This is an optimization exercise on Yosys and OpenROAD, whose aim is small area, not a production implementation.
Only simulation tests tie the RTL to the original design; equivalence was not proved.

==> inputs of job 4937 <==
## rv_top
module rv_top (
    input  logic        clk,
    input  logic        reset,
    output logic        wb_cyc,
    output logic        wb_stb,
    output logic        wb_we,
    output logic [31:0] wb_adr,
    output logic [31:0] wb_dat_w,
    output logic [3:0]  wb_sel,
    input  logic [31:0] wb_dat_r,
    input  logic        wb_ack,
    output logic        halted
);
    localparam logic [2:0] S_INIT  = 3'd0;   
    localparam logic [2:0] S_FETCH = 3'd1;   
    localparam logic [2:0] S_WAIT1 = 3'd2;   
    localparam logic [2:0] S_EX1   = 3'd3;   
    localparam logic [2:0] S_MEM   = 3'd4;   
    localparam logic [2:0] S_WAIT2 = 3'd5;   
    localparam logic [2:0] S_EX2   = 3'd6;   
    localparam logic [2:0] S_HALT  = 3'd7;
    logic [2:0]  state;
    logic [3:0]  cnt;
    always_ff @(posedge clk or posedge reset) begin
        if (reset) cnt <= 4'd0;
        else       cnt <= cnt + 4'd1;
    end
    wire cnt0  = (cnt == 4'd0);
    wire cnt15 = (cnt == 4'd15);
    wire in_fetch  = (state == S_FETCH);
    wire in_mem    = (state == S_MEM);
    wire fetch_ack = in_fetch & wb_ack;
    wire mem_ack   = in_mem & wb_ack;
    wire r1   = (state == S_EX1);
    wire r2   = (state == S_EX2) | (mem_ack & cnt0);
  ...
export LEC_CHECK = 0
export CAP_MARGIN = 20
export CORE_MARGIN = 2
export CORE_UTILIZATION = 40
export CTS_CLUSTER_DIAMETER = 100
export CTS_CLUSTER_SIZE = 24
export SLEW_MARGIN = 20
create_clock -name core_clock -period 14.0 [get_ports {clk}]
standard.sh (not shown) runs the stock make flow with config.mk's settings and CLKGATE_MAP_FILE= SYNTH_SCRIPT=/design/flow/synth_recipe.tcl, a recipe that flattens the netlist after the stock synthesis.
==> flow/flow/run.sh <==
#!/bin/bash
# The standard layout (standard.sh) with two settings changed through the
# environment: clock tree synthesis without dummy loads, and the smallest
# buffer on each port. Each tool's output goes to the ORFS logs; make's output
# goes to standard.log here.
export CTS_ARGS="-sink_clustering_enable -repair_clock_nets -dont_use_dummy_load -sink_clustering_size 22 -sink_clustering_max_diameter 40 -buf_list sky130_fd_sc_hd__clkbuf_8"
export BUFFER_PORTS_ARGS="-buffer_cell sky130_fd_sc_hd__buf_1"
bash standard.sh > standard.log 2>&1
==> job 4010: changes against job 4937 <==
--- a/flow/design.v
+++ b/flow/design.v
@@ -110,21 +110,20 @@
     end
     wire cnt0  = (cnt == 4'd0);
     wire cnt15 = (cnt == 4'd15);
     wire in_fetch  = (state == S_FETCH);
     wire in_mem    = (state == S_MEM);
     wire fetch_ack = in_fetch & wb_ack;
     wire mem_ack   = in_mem & wb_ack;
-    wire r1   = (state == S_EX1);
+    wire r1   = (state == S_EX1) | (fetch_ack & cnt0);
     wire r2   = (state == S_EX2) | (mem_ack & cnt0);
     wire init = (state == S_INIT);
     logic [31:2] ir;
-    wire  [31:2] inst = ir;
-    always_ff @(posedge clk)
-        if (fetch_ack) ir <= wb_dat_r[31:2];
+    wire  [31:2] inst = fetch_ack ? wb_dat_r[31:2] : ir;
+    always_ff @(posedge clk) ir <= inst;
     wire [4:0] opc = inst[6:2];
     wire [2:0] f3  = inst[14:12];
     wire [4:0] rd  = inst[11:7];
     wire [4:0] rs1 = inst[19:15];
     wire [4:0] rs2 = inst[24:20];
     wire is_load   = ~opc[4] & ~opc[3] & ~opc[2];
     wire is_store  = ~opc[4] &  opc[3] & ~opc[2];
@@ -176,24 +175,24 @@
     wire ci_m  = ci & (y_lo ^ r2b);
     wire id_hi = y_hi ^ ci_m;
     always_ff @(posedge clk)
         ci <= cnt0 | (ci_m & (y_hi ^ r2b) & ~cnt15);
     logic c;       
     logic t;       
     logic sgn;     
-    logic [4:0] sh;
+    logic [5:0] sh;
     logic [31:0] dbuf;
     wire pc_sel   = (r1 & (is_jal | is_auipc)) | r2b;
     wire zero_sel = is_lui | is_shift;
     wire use_rs2  = r1 & (is_op | is_branch);
     wire op1_lo = pc_sel ? pc_lo : (~zero_sel & rs1_lo);
     wire op1_hi = pc_sel ? pc_hi : (~zero_sel & rs1_hi);
     wire op2_lo = use_rs2 ? rs2_lo : (r2b ? id_lo : imm_lo);
     wire op2_hi = use_rs2 ? rs2_hi : (r2b ? id_hi : imm_hi);
-    wire sub = r1 & (is_branch | is_slt |
+    wire sub = r1 & (is_branch | is_slt | (is_shift & ~f3[2]) |
                      (is_op & (f3 == 3'b000) & inst[30]));
     wire sflip = r1 & cnt15 & ((is_branch & ~f3[1]) | (is_slt & ~f3[0]));
     wire a_lo = op1_lo;
     wire b_lo = op2_lo ^ sub;
     wire a_hi = op1_hi ^ sflip;
     wire b_hi = op2_hi ^ sub ^ sflip;
     wire cin  = cnt0 ? sub : c;
@@ -215,69 +214,40 @@
     wire t_acc = (t & ~cnt0) | sum_lo | sum_hi;
     wire t_fin = (is_branch & ~f3[2]) ? (~t_acc ^ f3[0]) : (~cout ^ (is_branch & f3[0]));
     always_ff @(posedge clk) begin
         c <= cout;
         if (r1) t <= cnt15 ? t_fin : t_acc;
     end
     always_ff @(posedge clk) begin
-        if (r1 & (is_shift | is_ldst) & cnt0) sh[1:0] <= {sum_hi, sum_lo};
-        if (r1 & is_shift & (cnt == 4'd1))    sh[3:2] <= {sum_hi, sum_lo};
-        if (r1 & is_shift & (cnt == 4'd2))    sh[4]   <= sum_lo;
-    end
-    wire [1:0] lane = sh[1:0];
-    wire shift_odd = (r1 & cnt0) ? sum_lo : sh[0];
-    wire [4:0] sh_pair = {1'b0, sh[4:1]} + {4'd0, sh[0]};
-    wire fillv   = f3[2] & inst[30] & sgn;
-    logic go;
-    wire go_now  = go | (cnt == sh[4:1]);
-    always_ff @(posedge clk)
-        go <= r2 & go_now & ~cnt15;
-    wire ld_c0 = r2 & cnt0;                  
-    logic [3:0] tap_pair;
-    always_comb begin
-        if (is_load) tap_pair = ld_c0 ? {lane - 2'd1, 2'b11} : {lane, 2'b00};
-        else         tap_pair = sh_pair[3:0];
+        if (r1 & ((is_shift & ~cnt[3] & ~(cnt[2] | (cnt[1] & cnt[0]))) | (is_ldst & cnt0)))
+            sh <= {sum_hi, sum_lo, sh[5:2]};
     end
-    logic [1:0] tap;
+    wire [1:0] lane = sh[5:4];
+    wire ld_c0 = r2 & cnt0;                  
+    logic [4:0] tap_idx;
     always_comb begin
-        case (tap_pair)
-            4'd0:  tap = dbuf[1:0];
-            4'd1:  tap = dbuf[3:2];
-            4'd2:  tap = dbuf[5:4];
-            4'd3:  tap = dbuf[7:6];
-            4'd4:  tap = dbuf[9:8];
-            4'd5:  tap = dbuf[11:10];
-            4'd6:  tap = dbuf[13:12];
-            4'd7:  tap = dbuf[15:14];
-            4'd8:  tap = dbuf[17:16];
-            4'd9:  tap = dbuf[19:18];
-            4'd10: tap = dbuf[21:20];
-            4'd11: tap = dbuf[23:22];
-            4'd12: tap = dbuf[25:24];
-            4'd13: tap = dbuf[27:26];
-            4'd14: tap = dbuf[29:28];
-            default: tap = dbuf[31:30];
-        endcase
+        if (is_load) tap_idx = ld_c0 ? {lane - 2'd1, 3'b110} : {lane, 3'b000};
+        else         tap_idx = sh[4:0];
     end
-    wire right  = f3[2];
-    wire shr_lo = right ? (sh_pair[4] ? (cnt0 ? sgn : fillv) : tap[0]) : (go_now & dbuf[0]);
-    wire shr_hi = right ? (sh_pair[4] ? fillv : tap[1])                 : (go_now & dbuf[1]);
+    wire [63:0] dd = {dbuf, dbuf};
+    wire [1:0]  tap = dd[tap_idx +: 2];
+    wire [5:0] wrap_lo = {1'b0, cnt, 1'b0} + {1'b0, sh[4:0]};
+    wire [5:0] wrap_hi = {1'b0, cnt, 1'b1} + {1'b0, sh[4:0]};
+    wire fill_lo = f3[2] ? wrap_lo[5] : (~wrap_lo[5] & (|sh[4:0]));
+    wire fill_hi = f3[2] ? wrap_hi[5] : (~wrap_hi[5] & (|sh[4:0]));
+    wire fillv   = f3[2] & inst[30] & sgn;
+    wire shr_lo  = fill_lo ? fillv : tap[0];
+    wire shr_hi  = fill_hi ? fillv : tap[1];
     wire sb_rep = (f3[1:0] == 2'b00) & |cnt[3:2];
     wire sh_rep = (f3[1:0] == 2'b01) & cnt[3];
     wire st_lo = sb_rep ? dbuf[24] : sh_rep ? dbuf[16] : rs2_lo;
     wire st_hi = sb_rep ? dbuf[25] : sh_rep ? dbuf[17] : rs2_hi;
-    logic din_lo, din_hi;
-    always_comb begin
-        if (r2)            begin din_hi = fillv;  din_lo = (cnt0 & sh[0]) ? sgn : fillv; end
-        else if (is_store) begin din_hi = st_hi;  din_lo = st_lo; end
-        else if (shift_odd) begin din_hi = rs1_lo; din_lo = ~cnt0 & sgn; end
-        else               begin din_hi = rs1_hi; din_lo = rs1_lo; end
-    end
-    wire dbuf_sh = (r1 & (is_store | is_shift)) |
-                   (r2 & ((is_shift & (right | go_now)) | (is_load & ~cnt0)));
+    wire din_lo = r2 ? dbuf[0] : (is_store ? st_lo : rs1_lo);
+    wire din_hi = r2 ? dbuf[1] : (is_store ? st_hi : rs1_hi);
+    wire dbuf_sh = (r1 & (is_store | is_shift)) | (r2 & (is_shift | (is_load & ~cnt0)));
     always_ff @(posedge clk) begin
         if (mem_ack)
             dbuf <= {wb_dat_r[1:0], wb_dat_r[31:2]};
         else if (dbuf_sh)
             dbuf <= {din_hi, din_lo, dbuf[31:2]};
     end
     logic [1:0] lane_w;
@@ -292,15 +262,15 @@
     wire [1:0] ld_raw = mem_ack ? lane_w : tap;
     wire ld_ext = (f3[1:0] == 2'b00) ? |cnt[3:2] : (f3[1:0] == 2'b01) ? cnt[3] : 1'b0;
     wire ld_lo  = ld_ext ? (~f3[2] & sgn) : ld_raw[0];
     wire ld_hi  = ld_ext ? (~f3[2] & sgn) : ld_raw[1];
     always_ff @(posedge clk) begin
         if (r2 & is_load & (cnt == {1'b0, f3[0], 2'b11}))
             sgn <= ld_raw[1];
-        else if (r1 & is_shift)
+        else if (r1 & is_shift & cnt15)
             sgn <= rs1_hi;
     end
     wire wr1 = (is_alu & ~is_shift & ~is_slt) | is_upper | is_jump;
     wire wr2 = is_load | is_shift | is_slt;
     wire wen = (r1 & wr1) | (r2 & wr2);
     logic w_lo, w_hi;
     always_comb begin
@@ -335,15 +305,15 @@
     end
     always_ff @(posedge clk or posedge reset) begin
         if (reset) begin
             state <= S_INIT;
         end else begin
             case (state)
                 S_INIT:  if (cnt15) state <= S_FETCH;
-                S_FETCH: if (wb_ack) state <= cnt15 ? S_EX1 : S_WAIT1;
+                S_FETCH: if (wb_ack) state <= cnt0 ? S_EX1 : S_WAIT1;
                 S_WAIT1: if (cnt15) state <= S_EX1;
                 S_EX1:   if (cnt15) state <= is_sys ? S_HALT :
                                              is_ldst ? S_MEM :
                                              (is_shift | is_slt | (is_branch & t_fin)) ? S_EX2 :
                                              S_FETCH;
                 S_MEM:   if (wb_ack) state <= cnt0 ? S_EX2 : S_WAIT2;
                 S_WAIT2: if (cnt15) state <= S_EX2;
==> flow/run.sh (new file) <==
#!/bin/bash
# synth_recipe.tcl (not shown) runs the flow's synth.tcl, then flattens the netlist and writes it again
# the make line also repeats each setting of config.mk as NAME=value (left out here)
make -C /OpenROAD-flow-scripts/flow DESIGN_CONFIG=/design/flow/config.mk WORK_HOME=/design/flow/orfs CLKGATE_MAP_FILE= SYNTH_SCRIPT=/design/flow/synth_recipe.tcl finish
- CTS_CLUSTER_DIAMETER: 100 -> unset
- CTS_CLUSTER_SIZE: 24 -> unset
removed: flow/flow/run.sh
removed: flow/standard.sh
==> job 6825: changes against job 4937 <==
--- a/flow/design.v
+++ b/flow/design.v
@@ -110,21 +110,20 @@
     end
     wire cnt0  = (cnt == 4'd0);
     wire cnt15 = (cnt == 4'd15);
     wire in_fetch  = (state == S_FETCH);
     wire in_mem    = (state == S_MEM);
     wire fetch_ack = in_fetch & wb_ack;
     wire mem_ack   = in_mem & wb_ack;
-    wire r1   = (state == S_EX1);
+    wire r1   = (state == S_EX1) | (fetch_ack & cnt0);
     wire r2   = (state == S_EX2) | (mem_ack & cnt0);
     wire init = (state == S_INIT);
     logic [31:2] ir;
-    wire  [31:2] inst = ir;
-    always_ff @(posedge clk)
-        if (fetch_ack) ir <= wb_dat_r[31:2];
+    wire  [31:2] inst = fetch_ack ? wb_dat_r[31:2] : ir;
+    always_ff @(posedge clk) ir <= inst;
     wire [4:0] opc = inst[6:2];
     wire [2:0] f3  = inst[14:12];
     wire [4:0] rd  = inst[11:7];
     wire [4:0] rs1 = inst[19:15];
     wire [4:0] rs2 = inst[24:20];
     wire is_load   = ~opc[4] & ~opc[3] & ~opc[2];
     wire is_store  = ~opc[4] &  opc[3] & ~opc[2];
@@ -176,24 +175,24 @@
     wire ci_m  = ci & (y_lo ^ r2b);
     wire id_hi = y_hi ^ ci_m;
     always_ff @(posedge clk)
         ci <= cnt0 | (ci_m & (y_hi ^ r2b) & ~cnt15);
     logic c;       
     logic t;       
     logic sgn;     
-    logic [4:0] sh;
+    logic [5:0] sh;
     logic [31:0] dbuf;
     wire pc_sel   = (r1 & (is_jal | is_auipc)) | r2b;
     wire zero_sel = is_lui | is_shift;
     wire use_rs2  = r1 & (is_op | is_branch);
     wire op1_lo = pc_sel ? pc_lo : (~zero_sel & rs1_lo);
     wire op1_hi = pc_sel ? pc_hi : (~zero_sel & rs1_hi);
     wire op2_lo = use_rs2 ? rs2_lo : (r2b ? id_lo : imm_lo);
     wire op2_hi = use_rs2 ? rs2_hi : (r2b ? id_hi : imm_hi);
-    wire sub = r1 & (is_branch | is_slt |
+    wire sub = r1 & (is_branch | is_slt | (is_shift & ~f3[2]) |
                      (is_op & (f3 == 3'b000) & inst[30]));
     wire sflip = r1 & cnt15 & ((is_branch & ~f3[1]) | (is_slt & ~f3[0]));
     wire a_lo = op1_lo;
     wire b_lo = op2_lo ^ sub;
     wire a_hi = op1_hi ^ sflip;
     wire b_hi = op2_hi ^ sub ^ sflip;
     wire cin  = cnt0 ? sub : c;
@@ -215,69 +214,40 @@
     wire t_acc = (t & ~cnt0) | sum_lo | sum_hi;
     wire t_fin = (is_branch & ~f3[2]) ? (~t_acc ^ f3[0]) : (~cout ^ (is_branch & f3[0]));
     always_ff @(posedge clk) begin
         c <= cout;
         if (r1) t <= cnt15 ? t_fin : t_acc;
     end
     always_ff @(posedge clk) begin
-        if (r1 & (is_shift | is_ldst) & cnt0) sh[1:0] <= {sum_hi, sum_lo};
-        if (r1 & is_shift & (cnt == 4'd1))    sh[3:2] <= {sum_hi, sum_lo};
-        if (r1 & is_shift & (cnt == 4'd2))    sh[4]   <= sum_lo;
-    end
-    wire [1:0] lane = sh[1:0];
-    wire shift_odd = (r1 & cnt0) ? sum_lo : sh[0];
-    wire [4:0] sh_pair = {1'b0, sh[4:1]} + {4'd0, sh[0]};
-    wire fillv   = f3[2] & inst[30] & sgn;
-    logic go;
-    wire go_now  = go | (cnt == sh[4:1]);
-    always_ff @(posedge clk)
-        go <= r2 & go_now & ~cnt15;
-    wire ld_c0 = r2 & cnt0;                  
-    logic [3:0] tap_pair;
-    always_comb begin
-        if (is_load) tap_pair = ld_c0 ? {lane - 2'd1, 2'b11} : {lane, 2'b00};
-        else         tap_pair = sh_pair[3:0];
+        if (r1 & ((is_shift & ~cnt[3] & ~(cnt[2] | (cnt[1] & cnt[0]))) | (is_ldst & cnt0)))
+            sh <= {sum_hi, sum_lo, sh[5:2]};
     end
-    logic [1:0] tap;
+    wire [1:0] lane = sh[5:4];
+    wire ld_c0 = r2 & cnt0;                  
+    logic [4:0] tap_idx;
     always_comb begin
-        case (tap_pair)
-            4'd0:  tap = dbuf[1:0];
-            4'd1:  tap = dbuf[3:2];
-            4'd2:  tap = dbuf[5:4];
-            4'd3:  tap = dbuf[7:6];
-            4'd4:  tap = dbuf[9:8];
-            4'd5:  tap = dbuf[11:10];
-            4'd6:  tap = dbuf[13:12];
-            4'd7:  tap = dbuf[15:14];
-            4'd8:  tap = dbuf[17:16];
-            4'd9:  tap = dbuf[19:18];
-            4'd10: tap = dbuf[21:20];
-            4'd11: tap = dbuf[23:22];
-            4'd12: tap = dbuf[25:24];
-            4'd13: tap = dbuf[27:26];
-            4'd14: tap = dbuf[29:28];
-            default: tap = dbuf[31:30];
-        endcase
+        if (is_load) tap_idx = ld_c0 ? {lane - 2'd1, 3'b110} : {lane, 3'b000};
+        else         tap_idx = sh[4:0];
     end
-    wire right  = f3[2];
-    wire shr_lo = right ? (sh_pair[4] ? (cnt0 ? sgn : fillv) : tap[0]) : (go_now & dbuf[0]);
-    wire shr_hi = right ? (sh_pair[4] ? fillv : tap[1])                 : (go_now & dbuf[1]);
+    wire [63:0] dd = {dbuf, dbuf};
+    wire [1:0]  tap = dd[tap_idx +: 2];
+    wire [5:0] wrap_lo = {1'b0, cnt, 1'b0} + {1'b0, sh[4:0]};
+    wire [5:0] wrap_hi = {1'b0, cnt, 1'b1} + {1'b0, sh[4:0]};
+    wire fill_lo = f3[2] ? wrap_lo[5] : (~wrap_lo[5] & (|sh[4:0]));
+    wire fill_hi = f3[2] ? wrap_hi[5] : (~wrap_hi[5] & (|sh[4:0]));
+    wire fillv   = f3[2] & inst[30] & sgn;
+    wire shr_lo  = fill_lo ? fillv : tap[0];
+    wire shr_hi  = fill_hi ? fillv : tap[1];
     wire sb_rep = (f3[1:0] == 2'b00) & |cnt[3:2];
     wire sh_rep = (f3[1:0] == 2'b01) & cnt[3];
     wire st_lo = sb_rep ? dbuf[24] : sh_rep ? dbuf[16] : rs2_lo;
     wire st_hi = sb_rep ? dbuf[25] : sh_rep ? dbuf[17] : rs2_hi;
-    logic din_lo, din_hi;
-    always_comb begin
-        if (r2)            begin din_hi = fillv;  din_lo = (cnt0 & sh[0]) ? sgn : fillv; end
-        else if (is_store) begin din_hi = st_hi;  din_lo = st_lo; end
-        else if (shift_odd) begin din_hi = rs1_lo; din_lo = ~cnt0 & sgn; end
-        else               begin din_hi = rs1_hi; din_lo = rs1_lo; end
-    end
-    wire dbuf_sh = (r1 & (is_store | is_shift)) |
-                   (r2 & ((is_shift & (right | go_now)) | (is_load & ~cnt0)));
+    wire din_lo = r2 ? dbuf[0] : (is_store ? st_lo : rs1_lo);
+    wire din_hi = r2 ? dbuf[1] : (is_store ? st_hi : rs1_hi);
+    wire dbuf_sh = (r1 & (is_store | is_shift)) | (r2 & (is_shift | (is_load & ~cnt0)));
     always_ff @(posedge clk) begin
         if (mem_ack)
             dbuf <= {wb_dat_r[1:0], wb_dat_r[31:2]};
         else if (dbuf_sh)
             dbuf <= {din_hi, din_lo, dbuf[31:2]};
     end
     logic [1:0] lane_w;
@@ -292,15 +262,15 @@
     wire [1:0] ld_raw = mem_ack ? lane_w : tap;
     wire ld_ext = (f3[1:0] == 2'b00) ? |cnt[3:2] : (f3[1:0] == 2'b01) ? cnt[3] : 1'b0;
     wire ld_lo  = ld_ext ? (~f3[2] & sgn) : ld_raw[0];
     wire ld_hi  = ld_ext ? (~f3[2] & sgn) : ld_raw[1];
     always_ff @(posedge clk) begin
         if (r2 & is_load & (cnt == {1'b0, f3[0], 2'b11}))
             sgn <= ld_raw[1];
-        else if (r1 & is_shift)
+        else if (r1 & is_shift & cnt15)
             sgn <= rs1_hi;
     end
     wire wr1 = (is_alu & ~is_shift & ~is_slt) | is_upper | is_jump;
     wire wr2 = is_load | is_shift | is_slt;
     wire wen = (r1 & wr1) | (r2 & wr2);
     logic w_lo, w_hi;
     always_comb begin
@@ -335,15 +305,15 @@
     end
     always_ff @(posedge clk or posedge reset) begin
         if (reset) begin
             state <= S_INIT;
         end else begin
             case (state)
                 S_INIT:  if (cnt15) state <= S_FETCH;
-                S_FETCH: if (wb_ack) state <= cnt15 ? S_EX1 : S_WAIT1;
+                S_FETCH: if (wb_ack) state <= cnt0 ? S_EX1 : S_WAIT1;
                 S_WAIT1: if (cnt15) state <= S_EX1;
                 S_EX1:   if (cnt15) state <= is_sys ? S_HALT :
                                              is_ldst ? S_MEM :
                                              (is_shift | is_slt | (is_branch & t_fin)) ? S_EX2 :
                                              S_FETCH;
                 S_MEM:   if (wb_ack) state <= cnt0 ? S_EX2 : S_WAIT2;
                 S_WAIT2: if (cnt15) state <= S_EX2;
==> flow/flow/run.sh (replaced) <==
#!/bin/bash
# The standard layout (standard.sh), with three settings changed through the
# environment: clock tree synthesis without dummy loads, the smallest buffer
# on each port, and ORFS's power recovery (downsizing cells with slack).
export CTS_ARGS="-sink_clustering_enable -repair_clock_nets -dont_use_dummy_load -sink_clustering_size 24 -sink_clustering_max_diameter 100"
export BUFFER_PORTS_ARGS="-buffer_cell sky130_fd_sc_hd__buf_1"
export RECOVER_POWER=100
bash standard.sh > standard.log 2>&1
status=$?
cp standard.sh standard.sh.txt 2>/dev/null
exit $status
==> reports/qor.yml <==
status: "failed layout checks"
so.violations: "max-capacitance violations, max-slew violations"
synth_top_area_share: 0.711
cap_violations: 7
clk_pin_slew_ns: 0.09
slew_violations: 237
n_all_inverters: 33
ff2ff_setup_slack_ns: 4.97
syn_area_per_cell_um2: 15.3
synth_compound_area_frac: 0.0368
The numbers above come from job 6825.

==> reports/qor.yml <==
status: "no timing/DRC/antenna violations"
ff2ff_setup_slack_ns: 7.50
clk_pin_slew_ns: 0.07
n_all_inverters: 33
syn_area_per_cell_um2: 15.3
slew_violations: 0
synth_compound_area_frac: 0.0368
synth_top_area_share: 0.711
The numbers above come from job 4010.

==> reports/qor.yml <==
vias: 13636
mostFrequentLayoutCell: "dfxtp_1"
syn_area_per_cell_um2: 15.5
clk_pin_slew_ns: 0.11
n_all_inverters: 23
cap_violations: 0
status: "no timing/DRC/antenna violations"
slew_violations: 0
synth_top_area_share: 0.715
The numbers above come from job 4937.

[static timing again, ports no longer ideal]
In the flow no input, the clock included, has a driving cell. The finished layouts below were timed again as built, in two steps. Step 1 sets driving cells, clkbuf_16 on the clock port and buf_2 on the other inputs (assumed; they add their load-dependent delay and slew). Step 2 also shifts input and output timing later by t, the mid clock arrival at the registers, as if the neighbouring blocks saw the same clock. Slacks: ideal / step 1 / step 2; pairs: ideal / step 1.
run	t, ns	slack for setup (ns)	latest minus earliest clock arrival (ns)	worst data-port slew with drivers (ns)
job 4937	0.723	7.436 / 7.468 / 6.745	0.124 / 0.124	0.05
job 4010	0.691	5.585 / 5.607 / 4.917	0.041 / 0.041	0.04
job 6825	0.671	3.470 / 3.502 / 2.831	0.052 / 0.052	0.04
The setup slack of job 4937, which loses most, moves by +0.032 ns with the drivers and by -0.691 ns with both steps.
